Background: an optimization exercise with open tools, aiming at small area and a short achievable clock period. Do not read the settings as production practice. No functional check of the RTL was part of any run shown here.

## flow/design.v (module list and top-level ports; edited modules follow where they fit)
// module ex_top: 2617 lines
// module ex_ao21: 3 lines
// module ex_fa: 4 lines
// module ex_ha: 4 lines
// module ex_aoi21: 3 lines
// module ex_oai21: 3 lines
// module ex_nand2: 3 lines
// module ex_nor2: 3 lines
// module ex_inv: 3 lines
module ex_top (
    input  logic               clk,
    input  logic               reset,
    input  logic               in_valid,
    input  logic [4:0]         operator,
    input  logic [31:0]        operand1,
    input  logic [31:0]        operand2,
    input  logic [4:0]         dest_addr,
    input  logic               dest_write,
    output logic               out_valid,
    output logic [4:0]         write_addr,
    output logic               write_enable,
    output logic [31:0]        write_data
);
  // ...
==> flow/flow/run.sh <==
#!/bin/bash
# Layout flow: the standard flow (standard.sh), with the port buffers
# inserted as sky130_fd_sc_hd__buf_2 cells instead of the default delay-buffer
# cells. Every tool's output goes to flow_run.log; ORFS keeps its per-step logs
# under orfs/logs.
set -euo pipefail
export BUFFER_PORTS_ARGS="-buffer_cell sky130_fd_sc_hd__buf_2"
bash standard.sh finish > flow_run.log 2>&1
==> flow/standard.sh <==
#!/bin/bash
# synth_recipe.tcl (not shown) runs the flow's synth.tcl, then flattens the netlist and writes it again
# the make line also repeats each setting of config.mk as NAME=value (left out here)
make -C /OpenROAD-flow-scripts/flow DESIGN_CONFIG=/design/flow/config.mk WORK_HOME=/design/flow/orfs CLKGATE_MAP_FILE= SYNTH_SCRIPT=/design/flow/synth_recipe.tcl "${@:-finish}"
==> flow/config.mk <==
export PLATFORM = sky130hd
export DESIGN_NAME = ex_top
export DESIGN_NICKNAME = ex_top
export VERILOG_FILES = /design/flow/design.v
export SDC_FILE = /design/flow/constraint.sdc
export NUM_CORES = 4
export LEC_CHECK = 0
export ABC_AREA = 1
export CAP_MARGIN = 20
export CORE_MARGIN = 2
export CORE_UTILIZATION = 40
export SETUP_SLACK_MARGIN = 4.5
export SLEW_MARGIN = 20
export SYNTH_HIERARCHICAL = 1
==> flow/constraint.sdc <==
create_clock -name core_clock -period 14.0 [get_ports {clk}]
set_input_delay 2.8000 -clock core_clock [delete_from_list [all_inputs] [get_ports {clk}]]
set_output_delay 2.8000 -clock core_clock [all_outputs]
set_load 0.01 [all_outputs]
==> flow_metrics.py, run 1 <==
metrics = {
    "timing": {
        "period_minus_slack_ps": 9273,
        "max_clock_freq_ghz": 0.1078,
        "finalSetupViolCount": 0,
        "hold_viol": 0,
        "tightest_slew_ps": 1122,
        "min_period_over_period_pct": 66.24,
    },
    "cells_and_area": {
        "fin_util_pct": 43.52,
        "syn_to_final_growth_pct": 8.040,
        "multi_input_area_mm2": 0.02734,
        "final_cell_count_no_fill": 4837,
    },
    "run_status": {
        "status": "complete, no violations",
    },
    "placed_design": {
        "place_worst_setup_slack_ps": 3368,
    },
    "setup_path": {
        "start_kind": "primary input",
        "critPathMaxStageDelay_ps": 530,
    },
    "logic_synthesis": {
        "synth_ff_type": "dfxtp_1",
        "synthesis.area_mm2": 0.03172,
        "syn_inst": 3871,
        "synth_top_cell_by_area": "fa_1",
        "yosys.area_share.adder_pct": 36.11,
        "synth_xor_area_share_pct": 17.26,
    },
    "drt": {
        "met3_length_um": 19780,
        "post_drt_wl_per_cell_um": 30.33,
    },
    "global_route": {
        "grtUsageTotal_pct": 35.11,
    },
    "clocking": {
        "cts_root_buf": "clkbuf_16",
    },
}
==> inputs of run 2 (changes only) <==
--- a/flow/design.v
+++ b/flow/design.v
@@ -2370,167 +2370,240 @@
     wire alp2094, alg2095;
     ex_ha u_alp2094 (.a(operand1[28]), .b(bx[28]), .s(alp2094), .co(alg2095));
     wire alp2096, alg2097;
     ex_ha u_alp2096 (.a(operand1[29]), .b(bx[29]), .s(alp2096), .co(alg2097));
     wire alp2098, alg2099;
     ex_ha u_alp2098 (.a(operand1[30]), .b(bx[30]), .s(alp2098), .co(alg2099));
     wire alp2100, alg2101;
     ex_ha u_alp2100 (.a(operand1[31]), .b(bx[31]), .s(alp2100), .co(alg2101));
-    wire alg2102 = alg2039 | (alp2038 & is_sub);
-    wire alG2103 = alg2041 | (alp2040 & alg2102);
-    wire alP2104 = alp2040 & alp2038;
-    wire alG2105 = alg2045 | (alp2044 & alg2043);
-    wire alP2106 = alp2044 & alp2042;
-    wire alG2107 = alg2049 | (alp2048 & alg2047);
-    wire alP2108 = alp2048 & alp2046;
-    wire alG2109 = alg2053 | (alp2052 & alg2051);
-    wire alP2110 = alp2052 & alp2050;
-    wire alG2111 = alg2057 | (alp2056 & alg2055);
-    wire alP2112 = alp2056 & alp2054;
-    wire alG2113 = alg2061 | (alp2060 & alg2059);
-    wire alP2114 = alp2060 & alp2058;
-    wire alG2115 = alg2065 | (alp2064 & alg2063);
-    wire alP2116 = alp2064 & alp2062;
-    wire alG2117 = alg2069 | (alp2068 & alg2067);
-    wire alP2118 = alp2068 & alp2066;
-    wire alG2119 = alg2073 | (alp2072 & alg2071);
-    wire alP2120 = alp2072 & alp2070;
-    wire alG2121 = alg2077 | (alp2076 & alg2075);
-    wire alP2122 = alp2076 & alp2074;
-    wire alG2123 = alg2081 | (alp2080 & alg2079);
-    wire alP2124 = alp2080 & alp2078;
-    wire alG2125 = alg2085 | (alp2084 & alg2083);
-    wire alP2126 = alp2084 & alp2082;
-    wire alG2127 = alg2089 | (alp2088 & alg2087);
-    wire alP2128 = alp2088 & alp2086;
-    wire alG2129 = alg2093 | (alp2092 & alg2091);
-    wire alP2130 = alp2092 & alp2090;
-    wire alG2131 = alg2097 | (alp2096 & alg2095);
-    wire alP2132 = alp2096 & alp2094;
-    wire alG2133 = alg2101 | (alp2100 & alg2099);
-    wire alP2134 = alp2100 & alp2098;
-    wire alG2135 = alG2105 | (alP2106 & alG2103);
-    wire alP2136 = alP2106 & alP2104;
-    wire alG2137 = alG2109 | (alP2110 & alG2107);
-    wire alP2138 = alP2110 & alP2108;
-    wire alG2139 = alG2113 | (alP2114 & alG2111);
-    wire alP2140 = alP2114 & alP2112;
-    wire alG2141 = alG2117 | (alP2118 & alG2115);
-    wire alP2142 = alP2118 & alP2116;
-    wire alG2143 = alG2121 | (alP2122 & alG2119);
-    wire alP2144 = alP2122 & alP2120;
-    wire alG2145 = alG2125 | (alP2126 & alG2123);
-    wire alP2146 = alP2126 & alP2124;
-    wire alG2147 = alG2129 | (alP2130 & alG2127);
-    wire alP2148 = alP2130 & alP2128;
-    wire alG2149 = alG2133 | (alP2134 & alG2131);
-    wire alP2150 = alP2134 & alP2132;
-    wire alG2151 = alG2137 | (alP2138 & alG2135);
-    wire alP2152 = alP2138 & alP2136;
-    wire alG2153 = alG2141 | (alP2142 & alG2139);
-    wire alP2154 = alP2142 & alP2140;
-    wire alG2155 = alG2145 | (alP2146 & alG2143);
-    wire alP2156 = alP2146 & alP2144;
-    wire alG2157 = alG2149 | (alP2150 & alG2147);
-    wire alP2158 = alP2150 & alP2148;
-    wire alG2159 = alG2153 | (alP2154 & alG2151);
-    wire alP2160 = alP2154 & alP2152;
-    wire alG2161 = alG2157 | (alP2158 & alG2155);
-    wire alP2162 = alP2158 & alP2156;
-    wire alG2163 = alG2161 | (alP2162 & alG2159);
-    wire alP2164 = alP2162 & alP2160;
-    wire alG2165 = alG2155 | (alP2156 & alG2159);
-    wire alP2166 = alP2156 & alP2160;
-    wire alG2167 = alG2139 | (alP2140 & alG2151);
-    wire alP2168 = alP2140 & alP2152;
-    wire alG2169 = alG2143 | (alP2144 & alG2159);
-    wire alP2170 = alP2144 & alP2160;
-    wire alG2171 = alG2147 | (alP2148 & alG2165);
-    wire alP2172 = alP2148 & alP2166;
-    wire alG2173 = alG2107 | (alP2108 & alG2135);
-    wire alP2174 = alP2108 & alP2136;
-    wire alG2175 = alG2111 | (alP2112 & alG2151);
-    wire alP2176 = alP2112 & alP2152;
-    wire alG2177 = alG2115 | (alP2116 & alG2167);
-    wire alP2178 = alP2116 & alP2168;
-    wire alG2179 = alG2119 | (alP2120 & alG2159);
-    wire alP2180 = alP2120 & alP2160;
-    wire alG2181 = alG2123 | (alP2124 & alG2169);
-    wire alP2182 = alP2124 & alP2170;
-    wire alG2183 = alG2127 | (alP2128 & alG2165);
-    wire alP2184 = alP2128 & alP2166;
-    wire alG2185 = alG2131 | (alP2132 & alG2171);
-    wire alP2186 = alP2132 & alP2172;
-    wire alG2187 = alg2043 | (alp2042 & alG2103);
-    wire alP2188 = alp2042 & alP2104;
-    wire alG2189 = alg2047 | (alp2046 & alG2135);
-    wire alP2190 = alp2046 & alP2136;
-    wire alG2191 = alg2051 | (alp2050 & alG2173);
-    wire alP2192 = alp2050 & alP2174;
-    wire alG2193 = alg2055 | (alp2054 & alG2151);
-    wire alP2194 = alp2054 & alP2152;
-    wire alG2195 = alg2059 | (alp2058 & alG2175);
-    wire alP2196 = alp2058 & alP2176;
-    wire alG2197 = alg2063 | (alp2062 & alG2167);
-    wire alP2198 = alp2062 & alP2168;
-    wire alG2199 = alg2067 | (alp2066 & alG2177);
-    wire alP2200 = alp2066 & alP2178;
-    wire alG2201 = alg2071 | (alp2070 & alG2159);
-    wire alP2202 = alp2070 & alP2160;
-    wire alG2203 = alg2075 | (alp2074 & alG2179);
-    wire alP2204 = alp2074 & alP2180;
-    wire alG2205 = alg2079 | (alp2078 & alG2169);
-    wire alP2206 = alp2078 & alP2170;
-    wire alG2207 = alg2083 | (alp2082 & alG2181);
-    wire alP2208 = alp2082 & alP2182;
-    wire alG2209 = alg2087 | (alp2086 & alG2165);
-    wire alP2210 = alp2086 & alP2166;
-    wire alG2211 = alg2091 | (alp2090 & alG2183);
-    wire alP2212 = alp2090 & alP2184;
-    wire alG2213 = alg2095 | (alp2094 & alG2171);
-    wire alP2214 = alp2094 & alP2172;
-    wire alG2215 = alg2099 | (alp2098 & alG2185);
-    wire alP2216 = alp2098 & alP2186;
-    wire als2217 = alp2038 ^ is_sub;
-    wire als2218 = alp2040 ^ alg2102;
-    wire als2219 = alp2042 ^ alG2103;
-    wire als2220 = alp2044 ^ alG2187;
-    wire als2221 = alp2046 ^ alG2135;
-    wire als2222 = alp2048 ^ alG2189;
-    wire als2223 = alp2050 ^ alG2173;
-    wire als2224 = alp2052 ^ alG2191;
-    wire als2225 = alp2054 ^ alG2151;
-    wire als2226 = alp2056 ^ alG2193;
-    wire als2227 = alp2058 ^ alG2175;
-    wire als2228 = alp2060 ^ alG2195;
-    wire als2229 = alp2062 ^ alG2167;
-    wire als2230 = alp2064 ^ alG2197;
-    wire als2231 = alp2066 ^ alG2177;
-    wire als2232 = alp2068 ^ alG2199;
-    wire als2233 = alp2070 ^ alG2159;
-    wire als2234 = alp2072 ^ alG2201;
-    wire als2235 = alp2074 ^ alG2179;
-    wire als2236 = alp2076 ^ alG2203;
-    wire als2237 = alp2078 ^ alG2169;
-    wire als2238 = alp2080 ^ alG2205;
-    wire als2239 = alp2082 ^ alG2181;
-    wire als2240 = alp2084 ^ alG2207;
-    wire als2241 = alp2086 ^ alG2165;
-    wire als2242 = alp2088 ^ alG2209;
-    wire als2243 = alp2090 ^ alG2183;
-    wire als2244 = alp2092 ^ alG2211;
-    wire als2245 = alp2094 ^ alG2171;
-    wire als2246 = alp2096 ^ alG2213;
-    wire als2247 = alp2098 ^ alG2185;
-    wire als2248 = alp2100 ^ alG2215;
+    wire alG2102;
+    ex_aoi21 u_alG2102 (.a(alg2039), .b(alp2038), .c(is_sub), .y(alG2102));
+    wire alG2103;
+    ex_aoi21 u_alG2103 (.a(alg2043), .b(alp2042), .c(alg2041), .y(alG2103));
+    wire alP2104;
+    ex_nand2 u_alP2104 (.a(alp2042), .b(alp2040), .y(alP2104));
+    wire alG2105;
+    ex_aoi21 u_alG2105 (.a(alg2047), .b(alp2046), .c(alg2045), .y(alG2105));
+    wire alP2106;
+    ex_nand2 u_alP2106 (.a(alp2046), .b(alp2044), .y(alP2106));
+    wire alG2107;
+    ex_aoi21 u_alG2107 (.a(alg2051), .b(alp2050), .c(alg2049), .y(alG2107));
+    wire alP2108;
+    ex_nand2 u_alP2108 (.a(alp2050), .b(alp2048), .y(alP2108));
+    wire alG2109;
+    ex_aoi21 u_alG2109 (.a(alg2055), .b(alp2054), .c(alg2053), .y(alG2109));
+    wire alP2110;
+    ex_nand2 u_alP2110 (.a(alp2054), .b(alp2052), .y(alP2110));
+    wire alG2111;
+    ex_aoi21 u_alG2111 (.a(alg2059), .b(alp2058), .c(alg2057), .y(alG2111));
+    wire alP2112;
+    ex_nand2 u_alP2112 (.a(alp2058), .b(alp2056), .y(alP2112));
+    wire alG2113;
+    ex_aoi21 u_alG2113 (.a(alg2063), .b(alp2062), .c(alg2061), .y(alG2113));
+    wire alP2114;
+    ex_nand2 u_alP2114 (.a(alp2062), .b(alp2060), .y(alP2114));
+    wire alG2115;
+    ex_aoi21 u_alG2115 (.a(alg2067), .b(alp2066), .c(alg2065), .y(alG2115));
+    wire alP2116;
+    ex_nand2 u_alP2116 (.a(alp2066), .b(alp2064), .y(alP2116));
+    wire alG2117;
+    ex_aoi21 u_alG2117 (.a(alg2071), .b(alp2070), .c(alg2069), .y(alG2117));
+    wire alP2118;
+    ex_nand2 u_alP2118 (.a(alp2070), .b(alp2068), .y(alP2118));
+    wire alG2119;
+    ex_aoi21 u_alG2119 (.a(alg2075), .b(alp2074), .c(alg2073), .y(alG2119));
+    wire alP2120;
+    ex_nand2 u_alP2120 (.a(alp2074), .b(alp2072), .y(alP2120));
+    wire alG2121;
+    ex_aoi21 u_alG2121 (.a(alg2079), .b(alp2078), .c(alg2077), .y(alG2121));
+    wire alP2122;
+    ex_nand2 u_alP2122 (.a(alp2078), .b(alp2076), .y(alP2122));
+    wire alG2123;
+    ex_aoi21 u_alG2123 (.a(alg2083), .b(alp2082), .c(alg2081), .y(alG2123));
+    wire alP2124;
+    ex_nand2 u_alP2124 (.a(alp2082), .b(alp2080), .y(alP2124));
+    wire alG2125;
+    ex_aoi21 u_alG2125 (.a(alg2087), .b(alp2086), .c(alg2085), .y(alG2125));
+    wire alP2126;
+    ex_nand2 u_alP2126 (.a(alp2086), .b(alp2084), .y(alP2126));
+    wire alG2127;
+    ex_aoi21 u_alG2127 (.a(alg2091), .b(alp2090), .c(alg2089), .y(alG2127));
+    wire alP2128;
+    ex_nand2 u_alP2128 (.a(alp2090), .b(alp2088), .y(alP2128));
+    wire alG2129;
+    ex_aoi21 u_alG2129 (.a(alg2095), .b(alp2094), .c(alg2093), .y(alG2129));
+    wire alP2130;
+    ex_nand2 u_alP2130 (.a(alp2094), .b(alp2092), .y(alP2130));
+    wire alG2131;
+    ex_aoi21 u_alG2131 (.a(alg2099), .b(alp2098), .c(alg2097), .y(alG2131));
+    wire alP2132;
+    ex_nand2 u_alP2132 (.a(alp2098), .b(alp2096), .y(alP2132));
+    wire alG2133;
+    ex_oai21 u_alG2133 (.a(alG2103), .b(alP2104), .c(alG2102), .y(alG2133));
+    wire alG2134;
+    ex_oai21 u_alG2134 (.a(alG2107), .b(alP2108), .c(alG2105), .y(alG2134));
+    wire alP2135;
+    ex_nor2 u_alP2135 (.a(alP2108), .b(alP2106), .y(alP2135));
+    wire alG2136;
+    ex_oai21 u_alG2136 (.a(alG2111), .b(alP2112), .c(alG2109), .y(alG2136));
+    wire alP2137;
+    ex_nor2 u_alP2137 (.a(alP2112), .b(alP2110), .y(alP2137));
+    wire alG2138;
+    ex_oai21 u_alG2138 (.a(alG2115), .b(alP2116), .c(alG2113), .y(alG2138));
+    wire alP2139;
+    ex_nor2 u_alP2139 (.a(alP2116), .b(alP2114), .y(alP2139));
+    wire alG2140;
+    ex_oai21 u_alG2140 (.a(alG2119), .b(alP2120), .c(alG2117), .y(alG2140));
+    wire alP2141;
+    ex_nor2 u_alP2141 (.a(alP2120), .b(alP2118), .y(alP2141));
+    wire alG2142;
+    ex_oai21 u_alG2142 (.a(alG2123), .b(alP2124), .c(alG2121), .y(alG2142));
+    wire alP2143;
+    ex_nor2 u_alP2143 (.a(alP2124), .b(alP2122), .y(alP2143));
+    wire alG2144;
+    ex_oai21 u_alG2144 (.a(alG2127), .b(alP2128), .c(alG2125), .y(alG2144));
+    wire alP2145;
+    ex_nor2 u_alP2145 (.a(alP2128), .b(alP2126), .y(alP2145));
+    wire alG2146;
+    ex_oai21 u_alG2146 (.a(alG2131), .b(alP2132), .c(alG2129), .y(alG2146));
+    wire alP2147;
+    ex_nor2 u_alP2147 (.a(alP2132), .b(alP2130), .y(alP2147));
+    wire alG2148;
+    ex_aoi21 u_alG2148 (.a(alG2134), .b(alP2135), .c(alG2133), .y(alG2148));
+    wire alG2149;
+    ex_aoi21 u_alG2149 (.a(alG2138), .b(alP2139), .c(alG2136), .y(alG2149));
+    wire alP2150;
+    ex_nand2 u_alP2150 (.a(alP2139), .b(alP2137), .y(alP2150));
+    wire alG2151;
+    ex_aoi21 u_alG2151 (.a(alG2142), .b(alP2143), .c(alG2140), .y(alG2151));
+    wire alP2152;
+    ex_nand2 u_alP2152 (.a(alP2143), .b(alP2141), .y(alP2152));
+    wire alG2153;
+    ex_aoi21 u_alG2153 (.a(alG2146), .b(alP2147), .c(alG2144), .y(alG2153));
+    wire alP2154;
+    ex_nand2 u_alP2154 (.a(alP2147), .b(alP2145), .y(alP2154));
+    wire alG2155;
+    ex_oai21 u_alG2155 (.a(alG2149), .b(alP2150), .c(alG2148), .y(alG2155));
+    wire alG2156;
+    ex_oai21 u_alG2156 (.a(alG2153), .b(alP2154), .c(alG2151), .y(alG2156));
+    wire alP2157;
+    ex_nor2 u_alP2157 (.a(alP2154), .b(alP2152), .y(alP2157));
+    wire alG2158;
+    ex_aoi21 u_alG2158 (.a(alG2156), .b(alP2157), .c(alG2155), .y(alG2158));
+    wire iv2159;
+    ex_inv u_iv2159 (.a(alG2155), .y(iv2159));
+    wire alG2160;
+    ex_oai21 u_alG2160 (.a(alG2151), .b(alP2152), .c(iv2159), .y(alG2160));
+    wire iv2161;
+    ex_inv u_iv2161 (.a(alG2148), .y(iv2161));
+    wire alG2162;
+    ex_aoi21 u_alG2162 (.a(alG2136), .b(alP2137), .c(iv2161), .y(alG2162));
+    wire alG2163;
+    ex_aoi21 u_alG2163 (.a(alG2140), .b(alP2141), .c(alG2155), .y(alG2163));
+    wire alG2164;
+    ex_aoi21 u_alG2164 (.a(alG2144), .b(alP2145), .c(alG2160), .y(alG2164));
+    wire iv2165;
+    ex_inv u_iv2165 (.a(alG2133), .y(iv2165));
+    wire alG2166;
+    ex_oai21 u_alG2166 (.a(alG2105), .b(alP2106), .c(iv2165), .y(alG2166));
+    wire alG2167;
+    ex_oai21 u_alG2167 (.a(alG2109), .b(alP2110), .c(alG2148), .y(alG2167));
+    wire alG2168;
+    ex_oai21 u_alG2168 (.a(alG2113), .b(alP2114), .c(alG2162), .y(alG2168));
+    wire alG2169;
+    ex_oai21 u_alG2169 (.a(alG2117), .b(alP2118), .c(iv2159), .y(alG2169));
+    wire alG2170;
+    ex_oai21 u_alG2170 (.a(alG2121), .b(alP2122), .c(alG2163), .y(alG2170));
+    wire iv2171;
+    ex_inv u_iv2171 (.a(alG2160), .y(iv2171));
+    wire alG2172;
+    ex_oai21 u_alG2172 (.a(alG2125), .b(alP2126), .c(iv2171), .y(alG2172));
+    wire alG2173;
+    ex_oai21 u_alG2173 (.a(alG2129), .b(alP2130), .c(alG2164), .y(alG2173));
+    wire iv2174;
+    ex_inv u_iv2174 (.a(alG2102), .y(iv2174));
+    wire alG2175;
+    ex_aoi21 u_alG2175 (.a(alg2041), .b(alp2040), .c(iv2174), .y(alG2175));
+    wire alG2176;
+    ex_aoi21 u_alG2176 (.a(alg2045), .b(alp2044), .c(alG2133), .y(alG2176));
+    wire alG2177;
+    ex_aoi21 u_alG2177 (.a(alg2049), .b(alp2048), .c(alG2166), .y(alG2177));
+    wire alG2178;
+    ex_aoi21 u_alG2178 (.a(alg2053), .b(alp2052), .c(iv2161), .y(alG2178));
+    wire alG2179;
+    ex_aoi21 u_alG2179 (.a(alg2057), .b(alp2056), .c(alG2167), .y(alG2179));
+    wire iv2180;
+    ex_inv u_iv2180 (.a(alG2162), .y(iv2180));
+    wire alG2181;
+    ex_aoi21 u_alG2181 (.a(alg2061), .b(alp2060), .c(iv2180), .y(alG2181));
+    wire alG2182;
+    ex_aoi21 u_alG2182 (.a(alg2065), .b(alp2064), .c(alG2168), .y(alG2182));
+    wire alG2183;
+    ex_aoi21 u_alG2183 (.a(alg2069), .b(alp2068), .c(alG2155), .y(alG2183));
+    wire alG2184;
+    ex_aoi21 u_alG2184 (.a(alg2073), .b(alp2072), .c(alG2169), .y(alG2184));
+    wire iv2185;
+    ex_inv u_iv2185 (.a(alG2163), .y(iv2185));
+    wire alG2186;
+    ex_aoi21 u_alG2186 (.a(alg2077), .b(alp2076), .c(iv2185), .y(alG2186));
+    wire alG2187;
+    ex_aoi21 u_alG2187 (.a(alg2081), .b(alp2080), .c(alG2170), .y(alG2187));
+    wire alG2188;
+    ex_aoi21 u_alG2188 (.a(alg2085), .b(alp2084), .c(alG2160), .y(alG2188));
+    wire alG2189;
+    ex_aoi21 u_alG2189 (.a(alg2089), .b(alp2088), .c(alG2172), .y(alG2189));
+    wire iv2190;
+    ex_inv u_iv2190 (.a(alG2164), .y(iv2190));
+    wire alG2191;
+    ex_aoi21 u_alG2191 (.a(alg2093), .b(alp2092), .c(iv2190), .y(alG2191));
+    wire alG2192;
+    ex_aoi21 u_alG2192 (.a(alg2097), .b(alp2096), .c(alG2173), .y(alG2192));
+    wire iv2193;
+    ex_inv u_iv2193 (.a(alG2158), .y(iv2193));
+    wire alG2194;
+    ex_aoi21 u_alG2194 (.a(alg2101), .b(alp2100), .c(iv2193), .y(alG2194));
+    wire als2195 = alp2038 ^ is_sub;
+    wire als2196 = ~(alp2040 ^ alG2102);
+    wire als2197 = ~(alp2042 ^ alG2175);
+    wire als2198 = alp2044 ^ alG2133;
+    wire als2199 = ~(alp2046 ^ alG2176);
+    wire als2200 = alp2048 ^ alG2166;
+    wire als2201 = ~(alp2050 ^ alG2177);
+    wire als2202 = ~(alp2052 ^ alG2148);
+    wire als2203 = ~(alp2054 ^ alG2178);
+    wire als2204 = alp2056 ^ alG2167;
+    wire als2205 = ~(alp2058 ^ alG2179);
+    wire als2206 = ~(alp2060 ^ alG2162);
+    wire als2207 = ~(alp2062 ^ alG2181);
+    wire als2208 = alp2064 ^ alG2168;
+    wire als2209 = ~(alp2066 ^ alG2182);
+    wire als2210 = alp2068 ^ alG2155;
+    wire als2211 = ~(alp2070 ^ alG2183);
+    wire als2212 = alp2072 ^ alG2169;
+    wire als2213 = ~(alp2074 ^ alG2184);
+    wire als2214 = ~(alp2076 ^ alG2163);
+    wire als2215 = ~(alp2078 ^ alG2186);
+    wire als2216 = alp2080 ^ alG2170;
+    wire als2217 = ~(alp2082 ^ alG2187);
+    wire als2218 = alp2084 ^ alG2160;
+    wire als2219 = ~(alp2086 ^ alG2188);
+    wire als2220 = alp2088 ^ alG2172;
+    wire als2221 = ~(alp2090 ^ alG2189);
+    wire als2222 = ~(alp2092 ^ alG2164);
+    wire als2223 = ~(alp2094 ^ alG2191);
+    wire als2224 = alp2096 ^ alG2173;
+    wire als2225 = ~(alp2098 ^ alG2192);
+    wire als2226 = ~(alp2100 ^ alG2158);
+    wire iv2227;
+    ex_inv u_iv2227 (.a(alG2194), .y(iv2227));
     assign alu_p = {alp2100, alp2098, alp2096, alp2094, alp2092, alp2090, alp2088, alp2086, alp2084, alp2082, alp2080, alp2078, alp2076, alp2074, alp2072, alp2070, alp2068, alp2066, alp2064, alp2062, alp2060, alp2058, alp2056, alp2054, alp2052, alp2050, alp2048, alp2046, alp2044, alp2042, alp2040, alp2038};
     assign alu_g = {alg2101, alg2099, alg2097, alg2095, alg2093, alg2091, alg2089, alg2087, alg2085, alg2083, alg2081, alg2079, alg2077, alg2075, alg2073, alg2071, alg2069, alg2067, alg2065, alg2063, alg2061, alg2059, alg2057, alg2055, alg2053, alg2051, alg2049, alg2047, alg2045, alg2043, alg2041, alg2039};
-    assign sum = {als2248, als2247, als2246, als2245, als2244, als2243, als2242, als2241, als2240, als2239, als2238, als2237, als2236, als2235, als2234, als2233, als2232, als2231, als2230, als2229, als2228, als2227, als2226, als2225, als2224, als2223, als2222, als2221, als2220, als2219, als2218, als2217};
-    assign sum_cout = alG2163;
+    assign sum = {als2226, als2225, als2224, als2223, als2222, als2221, als2220, als2219, als2218, als2217, als2216, als2215, als2214, als2213, als2212, als2211, als2210, als2209, als2208, als2207, als2206, als2205, als2204, als2203, als2202, als2201, als2200, als2199, als2198, als2197, als2196, als2195};
+    assign sum_cout = iv2227;
     logic ovf, slt_bit, sltu_bit;
     assign ovf = ((op_add & (operand1[31] == operand2[31]))
                 | (op_sub & (operand1[31] != operand2[31])))
                & (sum[31] != operand1[31]);
     assign slt_bit = (operand1[31] != operand2[31]) ? operand1[31] : sum[31];
     assign sltu_bit = ~sum_cout;
     logic [31:0] lz_in;
     logic [5:0]  lz_cnt;
==> flow_metrics.py, run 2 <==
metrics = {
    "timing": {
        "grt_setup_unrepaired": "yes",
        "finalSetupViolCount": 0,
        "fin_skew_ps": 13.14,
        "hold_viol": 0,
        "tightest_slew_ps": 1195,
        "min_period_over_period_pct": 67.35,
        "final_max_slew_viol_count": 0,
        "fin_setup_tns_ps": 0,
        "max_clock_freq_ghz": 0.1061,
        "slew_headroom_pct": 18.28,
        "period_minus_slack_ps": 9429,
    },
    "die": {
        "start_util_pct": 40.26,
        "core-area_mm2": 0.07861,
        "die_x_um": 285.3,
        "dieArea_mm2": 0.08140,
        "die_h_um": 285.3,
        "io_pins": 117,
        "num_rows": 103,
    },
    "global_route": {
        "grt_pass1_wl_um": 207500,
        "grtUsageTotal_pct": 34.17,
        "grt_max_degree": 78,
        "grt_pass1_vias": 30252,
        "grt-ovfl-total": 0,
        "antenna_found_initial": 4,
    },
    "cells_and_area": {
        "multi_input_area_mm2": 0.02743,
        "syn_to_final_growth_pct": 6.459,
        "ff_latch_area_mm2": 0.002062,
        "final_cell_mix": "xor2_1 (593), nand2_1 (517), o22ai_1 (508)",
        "fin_util_pct": 42.86,
        "fill_cells": 7976,
        "final_common_cell": "xor2_1",
        "finalInstanceArea_mm2": 0.03370,
        "nets": 4421,
        "reg_top3": "hi: 32 flops, lo: 32 flops, write_data: 32 flops",
        "final_layout_size_suffix_gt1_share_pct": 11.31,
    },
    "logic_synthesis": {
        "synthTopCellsByCount": "xor2_1 (594), nand2_1 (524), o22ai_1 (508)",
        "synth_nets": 4534,
        "synthesis.area_mm2": 0.03165,
        "yosysMostFrequentCell": "xor2_1",
        "syn_inst": 3839,
        "synth_top_cell_by_area": "fa_1",
        "ys_top_cells_by_area": "fa_1 (30%), xor2_1 (16%), o22ai_1 (10%), dfxtp_1 (6.5%), nand2_1 (6.2%)",
        "ys_types": 48,
        "yosys_warnings": 7,
        "seq_area_frac_synth_pct": 6.514,
        "ys_seq_elements": 103,
        "netlist.area_leader.share_pct": 29.66,
        "synth_edf_count": 0,
        "synth_ff_type": "dfxtp_1",
        "synth_area_per_cell_um2": 8.245,
        "async_reset_ff_share_pct": 0,
    },
    "setup_path": {
        "r2r_cells": 6,
        "crit_required_ps": 14290,
        "start_kind": "primary input",
        "reg2reg_slack_ps": 12070,
        "worst-path-max-fanout": 23,
        "reg2reg_from": "lo[10]$_DFF_P_",
        "worstSetupPathType": "primary input to flip-flop",
        "arrival_ps": 9720,
        "cp-startpoint": "operand1[13]",
        "crit_path_end_kind": "flip-flop",
    },
    "drt": {
        "wirelength_um": 142300,
        "drtIter0Drc": 4241,
        "post_drt_wl_per_cell_um": 29.75,
        "drt_pass1_iterations": 6,
        "drt-vias-per-instance": 6.449,
        "drc": 0,
        "vias": 30857,
        "ant_nets": 0,
    },
    "placed_design": {
        "post-dp-hpwl_um": 100300,
        "finalWeightedCongestion": 1.024,
        "placed_cell_area_mm2": 0.03305,
        "io_buffers": 116,
    },
    "min_path": {
        "min_from": "lo[31]$_DFF_P_",
        "hold_depth": 2,
        "hold_class": "flip-flop to flip-flop",
    },
    "run_status": {
        "status": "complete, no violations",
    },
    "clocking": {
        "postCtsHoldBufs": 0,
        "clkTransAtPathRegs_ps": 80,
        "cts_tree": "done",
        "cts-buffers-inserted": 9,
        "htree_levels": 3,
        "cts_root_buf": "clkbuf_16",
        "clk_latency_ps": 370,
        "cts_max_path_buffers": 2,
        "clock-sinks": 103,
    },
    "job": {
        "cap_viol_max_count": 0,
    },
}
[run 2: changes by cell type after synthesis, sizes merged, moves of 17 or more]
cell	change
a21oi	+43
o221ai	-28
nand3	+18
nand2	-18
ha	-17
inv	-48
o21ai	-22
o211ai	+32
[run 2: timing repair]
action,CTS,global route
pin swaps,3,0
setup endpoints to repair,37,22
resized for setup,29,33
setup buffers,8,0
[run 2: worst paths after layout]
path | end
max | lo[31]$_DFF_P_
min | lo[31]$_DFF_P_
max reg2reg | write_data[10]$_DFF_P_
min reg2reg | lo[31]$_DFF_P_
[run 2: per-layer routing]
layer	global-route usage, %	part of all wire, %	vias to the layer above
met5	0	0.0091	-
met3	8.184	12	459
met2	49.77	42	2234
met1	46.20	39	15191
li1	-	-	12971
met4	19.58	6.7	2
[run 2: Yosys stat by module (local to each module, per instance)]
| module | flops+latches | copies in the design | cells inside | cell area, um2 |
|---|---|---|---|---|
| ex_oai21 | 0 | 54 | 1 | 5.005 |
| ex_fa | 0 | 469 | 1 | 20.02 |
| ex_ha | 0 | 136 | 1 | 12.51 |
| ex_nor2 | 0 | 24 | 1 | 3.754 |
| ex_top | 103 | 1 | 2863 | 18520 |
| ex_aoi21 | 0 | 117 | 1 | 8.758 |
| ex_inv | 0 | 26 | 1 | 3.754 |
| ex_nand2 | 0 | 54 | 1 | 3.754 |
| ex_ao21 | 0 | 32 | 3 | 11.26 |
[run 2: per-stage QoR]
step                cells  hold WS (ps)  worst slack, ps
global placement     4757         483.3             3432
CTS                  4781         509.5             4501
detailed placement   4757         490.7             3409
global route         4781         526.7             4415
finish               4785         509.0             4571
floorplan            3839         468.4             4794
[run 2: cells by family after synthesis]
| family | count (synthesis) | synth area share [%] |
|---|---|---|
| buffers and inverters | 624 | 7.499 |
| AO/OA/AOI/OAI | 1110 | 23.24 |
| AND/OR/NAND/NOR | 733 | 9.179 |
| flip-flops | 103 | 6.514 |
| adder cells (fa/ha/maj) | 617 | 35.51 |
| multiplexers | 3 | 0.09487 |
| XOR/XNOR | 649 | 17.96 |
[run 2: worst max-delay path, stage by stage]
cell and delay (ps):
buf_2 110, buf_12 250, nor2_1 170, nor2_2 220, clkinvlp_4 210, buf_4 280
o22ai_1 270, xor2_1 180, ha_1 280, fa_1 490, fa_1 530, fa_1 410
ha_1 350, nand2_1 80, nor2_1 160, nand2_1 70, o21ai_1 590, inv_1 180
o21ai_1 430, a21oi_2 160, o21ai_1 260, a21oi_2 90, xnor2_1 820, nand2_1 140
o211ai_1 120
[run 2: final cells by class]
cell class	instances	area share (%)
tap	1050	3.899
multi-input combinational	3112	81.40
sequential	103	6.119
timing repair buffer	224	4.530
antenna	4	0.02970
inverter	276	3.167
clock inverter	5	0.1374
clock buffer	11	0.7203
==> inputs of run 3 (changes only) <==
--- a/flow/config.mk
+++ b/flow/config.mk
@@ -9,6 +9,7 @@
 export CAP_MARGIN = 20
 export CORE_MARGIN = 2
 export CORE_UTILIZATION = 40
+export PLACE_DENSITY = 0.75
 export SETUP_SLACK_MARGIN = 4.5
 export SLEW_MARGIN = 20
 export SYNTH_HIERARCHICAL = 1
==> flow_metrics.py, run 3 <==
metrics = {
    "cells_and_area": {
        "ff_latch_area_mm2": 0.002062,
        "nets": 4420,
        "multi_input_area_mm2": 0.02744,
        "final_layout_size_suffix_gt1_share_pct": 11.31,
        "reg_top3": "hi: 32 flops, lo: 32 flops, write_data: 32 flops",
        "final_common_cell": "xor2_1",
        "syn_to_final_growth_pct": 6.728,
        "final_cell_mix": "xor2_1 (594), nand2_1 (518), o22ai_1 (508)",
        "fill_cells": 7799,
    },
    "drt": {
        "ant_nets": 0,
        "drtIter0Drc": 4521,
        "post_drt_wl_per_cell_um": 29.18,
        "drc": 0,
        "wirelength_um": 139500,
        "vias": 31860,
        "drt_pass1_iterations": 7,
        "drt-vias-per-instance": 6.664,
    },
    "logic_synthesis": {
        "yosysMostFrequentCell": "xor2_1",
        "synth_area_per_cell_um2": 8.245,
        "ys_top_cells_by_area": "fa_1 (30%), xor2_1 (16%), o22ai_1 (10%), dfxtp_1 (6.5%), nand2_1 (6.2%)",
        "ys_types": 48,
        "synth_ff_type": "dfxtp_1",
        "synth_edf_count": 0,
        "synth_top_cell_by_area": "fa_1",
        "syn_inst": 3839,
        "netlist.area_leader.share_pct": 29.66,
        "ys_seq_elements": 103,
        "synth_nets": 4534,
        "synthTopCellsByCount": "xor2_1 (594), nand2_1 (524), o22ai_1 (508)",
        "yosys_warnings": 7,
        "synthesis.area_mm2": 0.03165,
        "async_reset_ff_share_pct": 0,
        "seq_area_frac_synth_pct": 6.514,
    },
    "global_route": {
        "antenna_found_initial": 5,
        "grt_max_degree": 78,
        "grt-ovfl-total": 0,
        "grtUsageTotal_pct": 33.34,
        "grt_pass1_wl_um": 204300,
        "grt_pass1_vias": 31806,
    },
    "min_path": {
        "hold_class": "flip-flop to flip-flop",
        "hold_depth": 2,
    },
    "clocking": {
        "clk_latency_ps": 380,
        "cts_max_path_buffers": 2,
        "cts_root_buf": "clkbuf_16",
        "cts-buffers-inserted": 9,
        "clock-sinks": 103,
        "htree_levels": 3,
        "cts_tree": "done",
        "clkTransAtPathRegs_ps": 80,
    },
    "setup_path": {
        "worst-path-max-fanout": 33,
        "crit_required_ps": 14310,
        "r2r_cells": 6,
        "path_common_cell": "fa_1",
        "reg2reg_slack_ps": 12080,
        "start_kind": "primary input",
        "arrival_ps": 9710,
        "crit_path_end_kind": "flip-flop",
        "crit_path_top_delay_cell": "fa_1",
        "worstSetupPathType": "primary input to flip-flop",
        "critPathMaxStageDelay_ps": 580,
    },
    "timing": {
        "slew_headroom_pct": 21.07,
        "period_minus_slack_ps": 9399,
        "final_max_slew_viol_count": 0,
        "grt_setup_unrepaired": "yes",
        "finalSetupViolCount": 0,
        "max_clock_freq_ghz": 0.1064,
        "fin_skew_ps": 6.811,
        "min_period_over_period_pct": 67.13,
        "hold_viol": 0,
        "tightest_slew_ps": 1154,
        "fin_setup_tns_ps": 0,
        "setup_slack_ps": 4601,
    },
    "die": {
        "die_h_um": 285.3,
        "num_rows": 103,
        "io_pins": 117,
        "start_util_pct": 40.26,
        "die_x_um": 285.3,
        "core-area_mm2": 0.07861,
        "dieArea_mm2": 0.08140,
    },
    "placed_design": {
        "finalWeightedCongestion": 1.036,
        "post-dp-hpwl_um": 96590,
        "io_buffers": 116,
        "place_worst_setup_slack_ps": 3555,
    },
    "run_status": {
        "status": "complete, no violations",
    },
    "job": {
        "cap_viol_max_count": 0,
    },
}
==> run 3: cell counts after synthesis <==
Identical to the previous run, type by type.
==> run 3: final timing paths <==
kind,startpoint,endpoint
worst min-delay path,hi[24]$_DFF_P_,hi[24]$_DFF_P_
worst max-delay path,operand1[23],hi[31]$_DFF_P_
worst min register to register,hi[24]$_DFF_P_,hi[24]$_DFF_P_
worst max register to register,lo[10]$_DFF_P_,write_data[10]$_DFF_P_
==> run 3: what timing repair did <==
item | 4_1_cts | 5_1_grt
hold buffers | 0 | 0
setup buffers | 1 | 9
pin swaps | 1 | 5
resized for setup | 33 | 38
setup endpoints to repair | 39 | 24
==> run 3: final cells by class <==
class	count	share of cell area, %
well taps	1050	3.889
diodes	1	0.007407
inverters	276	3.122
multi-input cells	3112	81.23
clock buffers	9	0.6667
flip-flops and latches	103	6.104
repair buffers	223	4.722
clock inverters	7	0.2630
==> run 3: cell families after synthesis <==
group / synth area share (%)
compound gates: 23.24
flops: 6.514
xor+xnor: 17.96
mux: 0.09487
fa+ha+maj: 35.51
buf+inv: 7.499
simple gates: 9.179
==> run 3: Yosys stat by module, one instance, submodules excluded <==
module,cell area (um2),copies in the design
ex_top,18520,1
ex_fa,20.02,469
ex_ha,12.51,136
ex_ao21,11.26,32
ex_aoi21,8.758,117
ex_oai21,5.005,54
ex_inv,3.754,26
ex_nand2,3.754,54
ex_nor2,3.754,24
==> run 3: layer usage <==
metal  global-route usage, %  vias to the layer above  share of wire [%]
li1                        -                    12974                  -
met1                   42.25                    15277                 36
met2                   48.38                     2880                 42
met3                   10.64                      723                 15
met4                   22.50                        6                8.0
met5                       0                        -              0.027
==> run 3: metrics by stage <==
stage / instance area, um2 / hold slack [ps] / std cells / utilization [%]
floorplan: 31650 / 468.4 / 3839 / -
global placement: 33030 / 483.9 / 4753 / 42.01
detailed placement: 33040 / 495.3 / 4754 / 42.03
CTS: 33500 / 514.9 / 4771 / 42.61
global route: 33780 / 539.4 / 4780 / 42.97
finish: 33780 / 515.8 / 4781 / 42.97
==> run 3: worst max-delay path, delay by kind of cell <==
family                     cells  cell delay (ps)
buffers and inverters          4             1420
adders and majority gates      6             2750
xor gates and xnor gates       2              350
and+or+nand+nor                3              330
AOI/OAI and AO/OA             12             1980
==> inputs of run 4 (changes only) <==
--- a/flow/config.mk
+++ b/flow/config.mk
@@ -9,7 +9,7 @@
 export CAP_MARGIN = 20
 export CORE_MARGIN = 2
 export CORE_UTILIZATION = 40
-export PLACE_DENSITY = 0.75
+export GPL_ROUTABILITY_DRIVEN = 0
 export SETUP_SLACK_MARGIN = 4.5
 export SLEW_MARGIN = 20
 export SYNTH_HIERARCHICAL = 1
==> flow_metrics.py, run 4 <==
metrics = {
    "logic_synthesis": {
        "synth_compound_area_share_pct": 23.24,
        "synth_area_per_cell_um2": 8.245,
        "synthMuxAreaShare_pct": 0.09487,
        "netlist.area_leader.share_pct": 29.66,
        "synthTopCellsByCount": "xor2_1 (594), nand2_1 (524), o22ai_1 (508)",
        "yosys.area_share.adder_pct": 35.51,
        "synth_top_family_by_area": "adder cells",
        "ys_top_cells_by_area": "fa_1 (30%), xor2_1 (16%), o22ai_1 (10%), dfxtp_1 (6.5%), nand2_1 (6.2%)",
        "yosysMostFrequentCell": "xor2_1",
        "synth_edf_count": 0,
        "synth_nets": 4534,
        "async_reset_ff_share_pct": 0,
        "synth_ff_type": "dfxtp_1",
        "syn_inst": 3839,
        "yosys_warnings": 7,
        "ys_types": 48,
        "synth-simple-area-share_pct": 9.179,
        "synth_top_cell_by_area": "fa_1",
        "synthesis.area_mm2": 0.03165,
        "synth_xor_area_share_pct": 17.96,
        "ys_seq_elements": 103,
        "seq_area_frac_synth_pct": 6.514,
    },
    "cells_and_area": {
        "ff_latch_area_mm2": 0.002062,
        "nets": 4438,
        "final_common_cell": "xor2_1",
        "reg_top3": "hi: 32 flops, lo: 32 flops, write_data: 32 flops",
        "syn_to_final_growth_pct": 7.586,
        "fin_util_pct": 43.32,
        "final_cell_mix": "xor2_1 (592), nand2_1 (518), o22ai_1 (507)",
        "final_layout_size_suffix_gt1_share_pct": 11.90,
        "fill_cells": 7908,
        "finalInstanceArea_mm2": 0.03405,
        "multi_input_area_mm2": 0.02750,
    },
    "clocking": {
        "clock-sinks": 103,
        "cts-buffers-inserted": 9,
        "cts_root_buf": "clkbuf_16",
        "cts_max_path_buffers": 2,
        "htree_levels": 3,
        "clk_latency_ps": 370,
        "clkTransAtPathRegs_ps": 70,
        "postCtsHoldBufs": 0,
        "cts_tree": "done",
    },
    "timing": {
        "tightest_slew_ps": 1292,
        "min_period_over_period_pct": 66.41,
        "slew_headroom_pct": 13.26,
        "fin_setup_tns_ps": 0,
        "grt_setup_unrepaired": "no",
        "hold_viol": 0,
        "fin_skew_ps": 9.272,
        "period_minus_slack_ps": 9297,
        "max_clock_freq_ghz": 0.1076,
        "finalSetupViolCount": 0,
        "final_max_slew_viol_count": 0,
    },
    "global_route": {
        "antenna_found_initial": 2,
        "grt-ovfl-total": 0,
        "grt_max_degree": 78,
        "grtUsageTotal_pct": 33.81,
        "grt_pass1_vias": 30147,
        "grt_pass1_wl_um": 205200,
    },
    "setup_path": {
        "crit_path_end_kind": "flip-flop",
        "crit_required_ps": 14290,
        "worstSetupPathType": "primary input to flip-flop",
        "cp-startpoint": "operand1[9]",
        "rr_endpoint": "write_data[10]$_DFF_P_",
        "crit_path_end": "hi[23]$_DFF_P_",
        "worst-path-max-fanout": 23,
        "arrival_ps": 9580,
        "start_kind": "primary input",
        "reg2reg_from": "lo[10]$_DFF_P_",
        "reg2reg_slack_ps": 12030,
        "r2r_cells": 6,
    },
    "job": {
        "cap_viol_max_count": 0,
    },
    "placed_design": {
        "placed_cell_area_mm2": 0.03306,
        "io_buffers": 116,
        "post-dp-hpwl_um": 98170,
    },
    "die": {
        "dieArea_mm2": 0.08140,
        "core-area_mm2": 0.07861,
        "num_rows": 103,
        "die_x_um": 285.3,
        "io_pins": 117,
        "start_util_pct": 40.26,
        "die_h_um": 285.3,
    },
    "drt": {
        "met3_length_um": 20550,
        "drtIter0Drc": 4597,
        "drt_pass1_iterations": 8,
        "post_drt_wl_per_cell_um": 29.47,
        "ant_nets": 0,
        "drt-vias-per-instance": 6.494,
        "highest_layer": "met5",
        "met1_length_um": 52350,
        "vias": 31171,
        "wl_met2_um": 58040,
        "drc": 0,
        "wirelength_um": 141500,
    },
    "run_status": {
        "status": "complete, no violations",
    },
    "min_path": {
        "hold_class": "flip-flop to flip-flop",
    },
}
==> run 4: cell counts after synthesis <==
Identical to the previous run, type by type.
==> run 4: repair_timing <==
action,in CTS,in global routing
gates cloned,0,3
pin swaps,3,7
endpoints found under the setup margin,38,41
resized for setup,40,67
setup buffers,6,17
==> run 4: stage by stage <==
stage / worst slack (ps) / cells / hold slack (ps)
finish: 4703 / 4800 / 505.6
global route: 4491 / 4798 / 543.0
CTS: 4464 / 4778 / 512.2
detailed placement: 3570 / 4756 / 495.0
global placement: 3608 / 4755 / 490.9
floorplan: 4794 / 3839 / 468.4
==> run 4: how the worst min path moves through the flow <==
stage / start / endpoint / cells after the start
2_1_floorplan: hi[10]$_DFF_P_ / hi[10]$_DFF_P_ / 2
3_3_place_gp: hi[16]$_DFF_P_ / hi[16]$_DFF_P_ / 2
3_5_place_dp: lo[31]$_DFF_P_ / lo[31]$_DFF_P_ / 2
4_1_cts: lo[31]$_DFF_P_ / lo[31]$_DFF_P_ / 2
5_1_grt: lo[21]$_DFF_P_ / lo[21]$_DFF_P_ / 2
6_report: lo[31]$_DFF_P_ / lo[31]$_DFF_P_ / 2
==> run 4: per-layer routing <==
| layer | up-vias | track usage [%] |
|---|---|---|
| met5 | - | 0 |
| met2 | 2534 | 48.21 |
| met3 | 543 | 10.18 |
| met4 | 2 | 20.41 |
| met1 | 15088 | 44.88 |
| li1 | 13004 | - |
==> run 4: per-module statistics from Yosys (local to each module, per instance) <==
module	flip-flops and latches	cell area [um2]	cells inside
ex_nor2	0	3.754	1
ex_top	103	18520	2863
ex_inv	0	3.754	1
ex_ao21	0	11.26	3
ex_ha	0	12.51	1
ex_fa	0	20.02	1
ex_oai21	0	5.005	1
ex_aoi21	0	8.758	1
ex_nand2	0	3.754	1
==> run 4: final cells by class <==
cell class,count,area share [%]
antenna,2,0.01470
timing repair buffer,240,5.317
inverter,276,3.130
tap,1050,3.858
timing repair inverter,1,0.01470
sequential,103,6.055
clock buffer,11,0.7422
multi-input combinational,3112,80.75
clock inverter,5,0.1176
==> run 4: kinds of logic (layout without fill, tap and decap cells) <==
group	count (synthesis)	in the layout
mux	3	3
other cells	0	2
flops	103	103
xor+xnor	649	649
compound gates	1110	1110
fa+ha+maj	617	617
buf+inv	624	533
simple gates	733	733
==> run 4: worst max-delay path: stages <==
cell and delay (ps):
buf_2 90, buf_6 300, nor2_1 180, o21ai_4 280, buf_6 310, o22ai_1 150
xor2_1 180, fa_1 430, fa_1 570, fa_1 460, fa_1 400, fa_1 510
fa_1 420, ha_1 390, a21oi_2 150, o21ai_1 80, a21oi_2 100, o21ai_1 100
a21oi_4 260, inv_1 170, a21oi_4 270, inv_1 120, a21oi_2 190, o21ai_1 140
a21oi_2 160, xnor2_1 130, nand2_1 80, o211ai_1 130

separate check: timing with driven ports:
In the flow no input, the clock included, has a driving cell. The finished layouts below were timed again as built, in two steps.
Step 1 assumes that a clkbuf_16 drives the clock port and a buf_2 every other input.
Step 2 also shifts input and output timing later by t, the mid clock arrival at the registers, as if the neighbouring blocks saw the same clock.
Slacks: no drivers / after step 1 / after step 2; pairs: no drivers / after step 1.
run | shift t [ns] | setup WS [ns] | latest minus earliest clock arrival (ns)
run 1 | 0.426 | 4.727 / 4.724 / 4.297 | 0.015 / 0.015
run 2 | 0.399 | 4.571 / 4.580 / 4.181 | 0.013 / 0.013
run 3 | 0.414 | 4.601 / 4.609 / 4.195 | 0.009 / 0.008
run 4 | 0.394 | 4.703 / 4.705 / 4.311 | 0.015 / 0.016
After both steps setup and hold are still met in every run listed. For run 1, which loses most, drivers alone change the setup slack by -0.003 ns; drivers and shift together by -0.430 ns.
